This design comes from an exercise in tuning for small area and a short achievable clock period on the open sky130 flow, not from production work. Power is estimated from default activity; no workload was simulated.

== alpha ==
==> module imem_ram, before the edit <==
module imem_ram #(
    parameter int DEPTH = 64,
    parameter int AW    = $clog2(DEPTH)
) (
    input  logic             clk,
    input  logic [DEPTH-1:0] we,
    input  logic [DEPTH-1:0] we2,
    input  logic [31:0]      wdata,
    input  logic [DEPTH-1:0] rsel,
    output logic [31:0]      rdata
);
    logic [31:0] mem_r [DEPTH];
    for (genvar i = 0; i < DEPTH; i++) begin : g_word
        always_ff @(posedge clk) begin
            if (we[i]) begin
                mem_r[i][15:0] <= wdata[15:0];
            end
            if (we2[i]) begin
                mem_r[i][31:16] <= wdata[31:16];
            end
        end
    end
    logic [31:0] l1_s [DEPTH/2];
    logic [31:0] l2_s [DEPTH/8];
    logic [31:0] l3_s [DEPTH/32];
    for (genvar k = 0; k < DEPTH/2; k++) begin : g_l1
        assign l1_s[k] = (mem_r[2*k] & {32{rsel[2*k]}}) |
                         (mem_r[2*k+1] & {32{rsel[2*k+1]}});
    end
    for (genvar k = 0; k < DEPTH/8; k++) begin : g_l2
        assign l2_s[k] = l1_s[4*k] | l1_s[4*k+1] | l1_s[4*k+2] | l1_s[4*k+3];
    end
    for (genvar k = 0; k < DEPTH/32; k++) begin : g_l3
        assign l3_s[k] = l2_s[4*k] | l2_s[4*k+1] | l2_s[4*k+2] | l2_s[4*k+3];
    end
    assign rdata = l3_s[0] | l3_s[1];
endmodule
==> module instr_fetch_mem, before the edit <==
module instr_fetch_mem #(
    parameter int DEPTH = 64,
    parameter int AW    = $clog2(DEPTH)
) (
    input  logic              IF_clk,
    input  logic              rst,
    input  logic              ld_en,
    input  logic [AW-1:0]     ld_addr,
    input  logic [31:0]       ld_data,
    output logic              ld_busy,
    input  logic              req_valid,
    output logic              req_ready,
    input  logic [31:0]       pc,
    output logic              rsp_valid,
    input  logic              rsp_ready,
    output logic [5:0]        ins_Opcode,
    output logic [4:0]        ins_rs,
    output logic [4:0]        ins_rt,
    output logic [4:0]        ins_rd,
    output logic [5:0]        ins_func,
    output logic [25:0]       ins_imm,
    output logic [1:0]        rsp_fault
);
    logic             busy_r;
    logic             busy_we_r;
    logic             busy_we2_r;
    logic             busy_wd_r;
    logic [AW-1:0]    clr_cnt_r;
    logic             run_r;
    logic             rdy_r;
    logic             busy_nxt_s;
    logic             rsp_valid_nxt_s;
    logic             rsp_valid_r;
    logic [1:0]       rsp_fault_r;
    logic [31:0]      word_r;
    logic             req_ready_s;
    logic             hs_s;
    logic             misalign_s;
    logic             range_s;
    logic [DEPTH-1:0] ram_we_s;
    logic [DEPTH-1:0] ram_we2_s;
    logic [31:0]      ram_wdata_s;
    logic [31:0]      ram_rdata_s;
    logic [DEPTH-1:0] ram_rsel_s;
    assign busy_nxt_s = rst || (busy_r && (clr_cnt_r != AW'(DEPTH - 1)));
    always_ff @(posedge IF_clk) begin
        if (rst) begin
            clr_cnt_r <= {AW{1'b0}};
        end else if (busy_r) begin
            clr_cnt_r <= clr_cnt_r + {{(AW-1){1'b0}}, 1'b1};
        end
    end
    always_ff @(posedge IF_clk) begin
        busy_r <= busy_nxt_s;
        run_r  <= !busy_nxt_s;
        rdy_r  <= !busy_nxt_s && !rsp_valid_nxt_s;
    end
    always_ff @(posedge IF_clk) begin
        busy_we_r <= rst || (busy_we_r && (clr_cnt_r != AW'(DEPTH - 1)));
        busy_we2_r <= rst || (busy_we2_r && (clr_cnt_r != AW'(DEPTH - 1)));
        busy_wd_r <= rst || (busy_wd_r && (clr_cnt_r != AW'(DEPTH - 1)));
    end
    assign req_ready_s = !ld_en && (rdy_r || (run_r && rsp_ready));
    assign hs_s        = req_valid && req_ready_s;
    assign misalign_s  = (pc[1:0] != 2'b00);
    assign range_s     = (pc[31:AW+2] != '0);
    for (genvar i = 0; i < DEPTH; i++) begin : g_we
        assign ram_we_s[i]  = busy_we_r  || (ld_en && (ld_addr == AW'(i)));
        assign ram_we2_s[i] = busy_we2_r || (ld_en && (ld_addr == AW'(i)));
    end
    assign ram_wdata_s = busy_wd_r ? cpu_pkg::NOP_WORD : ld_data;
    for (genvar i = 0; i < DEPTH; i++) begin : g_rsel
        assign ram_rsel_s[i] = (pc[AW+1:2] == AW'(i));
    end
    imem_ram #(
        .DEPTH (DEPTH),
        .AW    (AW)
    ) u_ram (
        .clk   (IF_clk),
        .we    (ram_we_s),
        .we2   (ram_we2_s),
        .wdata (ram_wdata_s),
        .rsel  (ram_rsel_s),
        .rdata (ram_rdata_s)
    );
    assign rsp_valid_nxt_s = !rst && (hs_s || (rsp_valid_r && !rsp_ready));
    always_ff @(posedge IF_clk) begin
        rsp_valid_r <= rsp_valid_nxt_s;
    end
    always_ff @(posedge IF_clk) begin
        if (rst) begin
            rsp_fault_r <= cpu_pkg::FLT_OK;
            word_r      <= cpu_pkg::NOP_WORD;
        end else if (hs_s) begin
            if (misalign_s) begin
                rsp_fault_r <= cpu_pkg::FLT_MISALIGN;
                word_r      <= cpu_pkg::NOP_WORD;
            end else if (range_s) begin
                rsp_fault_r <= cpu_pkg::FLT_RANGE;
                word_r      <= cpu_pkg::NOP_WORD;
            end else begin
                rsp_fault_r <= cpu_pkg::FLT_OK;
                word_r      <= ram_rdata_s;
            end
        end
    end
    assign ld_busy    = !run_r;
    assign req_ready  = req_ready_s;
    assign rsp_valid  = rsp_valid_r;
    assign rsp_fault  = rsp_fault_r;
    assign ins_Opcode = word_r[31:26];
    assign ins_rs     = word_r[25:21];
    assign ins_rt     = word_r[20:16];
    assign ins_rd     = word_r[15:11];
    assign ins_func   = word_r[5:0];
    assign ins_imm    = word_r[25:0];
endmodule
Settings: LEC_CHECK=0, CAP_MARGIN=20, CORE_MARGIN=2, CORE_UTILIZATION=55, SETUP_SLACK_MARGIN=2.5, SLEW_MARGIN=20, BUFFER_PORTS_ARGS=-buffer_cell sky130_fd_sc_hd__buf_4, CTS_ARGS=-sink_clustering_enable -repair_clock_nets -dont_use_dummy_load -sink_clustering_size 24 -sink_clustering_max_diameter 100; clock period 5.0 ns.
standard.sh (not shown) runs the stock make flow with config.mk's settings and CLKGATE_MAP_FILE= SYNTH_SCRIPT=/design/flow/synth_recipe.tcl, a recipe that flattens the netlist after the stock synthesis.
==> flow/flow/run.sh <==
#!/bin/bash
set -e
cp standard.sh standard_sh.copy.log
cat >> config.mk <<'EOC'
export BUFFER_PORTS_ARGS = -buffer_cell sky130_fd_sc_hd__buf_4
export CTS_ARGS = -sink_clustering_enable -repair_clock_nets -dont_use_dummy_load -sink_clustering_size 24 -sink_clustering_max_diameter 100
EOC
cp config.mk config_mk.copy.log
bash standard.sh > run_standard.log 2>&1
> inputs changed (alpha -> beta)
--- a/flow/design.v
+++ b/flow/design.v
@@ -25,5 +25,5 @@
     input  logic [DEPTH-1:0] we2,
     input  logic [31:0]      wdata,
-    input  logic [DEPTH-1:0] rsel,
+    input  logic [AW-1:0]    raddr,
     output logic [31:0]      rdata
 );
@@ -39,18 +39,5 @@
         end
     end
-    logic [31:0] l1_s [DEPTH/2];
-    logic [31:0] l2_s [DEPTH/8];
-    logic [31:0] l3_s [DEPTH/32];
-    for (genvar k = 0; k < DEPTH/2; k++) begin : g_l1
-        assign l1_s[k] = (mem_r[2*k] & {32{rsel[2*k]}}) |
-                         (mem_r[2*k+1] & {32{rsel[2*k+1]}});
-    end
-    for (genvar k = 0; k < DEPTH/8; k++) begin : g_l2
-        assign l2_s[k] = l1_s[4*k] | l1_s[4*k+1] | l1_s[4*k+2] | l1_s[4*k+3];
-    end
-    for (genvar k = 0; k < DEPTH/32; k++) begin : g_l3
-        assign l3_s[k] = l2_s[4*k] | l2_s[4*k+1] | l2_s[4*k+2] | l2_s[4*k+3];
-    end
-    assign rdata = l3_s[0] | l3_s[1];
+    assign rdata = mem_r[raddr];
 endmodule
 module instr_fetch_mem #(
@@ -97,5 +84,4 @@
     logic [31:0]      ram_wdata_s;
     logic [31:0]      ram_rdata_s;
-    logic [DEPTH-1:0] ram_rsel_s;
     assign busy_nxt_s = rst || (busy_r && (clr_cnt_r != AW'(DEPTH - 1)));
     always_ff @(posedge IF_clk) begin
@@ -125,7 +111,4 @@
     end
     assign ram_wdata_s = busy_wd_r ? cpu_pkg::NOP_WORD : ld_data;
-    for (genvar i = 0; i < DEPTH; i++) begin : g_rsel
-        assign ram_rsel_s[i] = (pc[AW+1:2] == AW'(i));
-    end
     imem_ram #(
         .DEPTH (DEPTH),
@@ -136,5 +119,5 @@
         .we2   (ram_we2_s),
         .wdata (ram_wdata_s),
-        .rsel  (ram_rsel_s),
+        .raddr (pc[AW+1:2]),
         .rdata (ram_rdata_s)
     );
--- outcome ---
Going from alpha to beta, overall routed net length grew by a little under 10%. Total power of the final layout sits higher in beta than in alpha. In the metrics for alpha and beta, the one carrying the lower non-filler instance count after layout is alpha. Against alpha, beta reports a static leakage that is higher. Number of gates resized after cts: alpha and beta compared, higher one is beta. | number of global-route vias before repair | lower: alpha |. Going from alpha to beta, the met1 track demand over resource was found to have gone up by 3.9 points. Against alpha, beta reports a global routing met2 resource utilization that is higher. Sort alpha and beta by met3 wirelength from detailed routing desc -> top: beta. Capturing instance or port of the critical path: u_ram.mem_r[56][5]$_DFFE_PP_ -> alpha, word_r[26]$_SDFFE_PP0P_ -> beta. In the metrics for alpha and beta, the one carrying the higher clock skew is alpha. Non-clock buffer total of the final layout: beta > alpha.
No functional check of the RTL was part of any run of this note.

## port drivers added, routing unchanged
Ports are ideal in the flow. The routed layouts listed here were re-timed in OpenROAD. Step 1: set_driving_cell puts a clkbuf_16 on IF_clk and a buf_2 on each other input, an assumption about the parent block. Step 2 moves the port delays by t, midway between the first and last clock arrival at a register: inputs arrive t later, outputs are due t later. That takes back most of the time a late clock gives input paths. a / b / c = no drivers / after step 1 / after step 2; a / b = the first two.
run | t (ns) | slack for setup (ns) | worst hold slack (ns) | worst slew at a driven data input, ns | pins driven straight from the clock port
alpha | 0.812 | 2.307 / 2.202 / 1.390 | 0.454 / 0.454 / 0.454 | 0.28 | 1
beta | 0.832 | 2.256 / 2.074 / 1.242 | 0.492 / 0.492 / 0.492 | 0.38 | 1
After both steps setup and hold are still met in every run listed. For beta, which loses most, drivers alone change the setup slack by -0.182 ns; drivers and shift together by -1.014 ns.
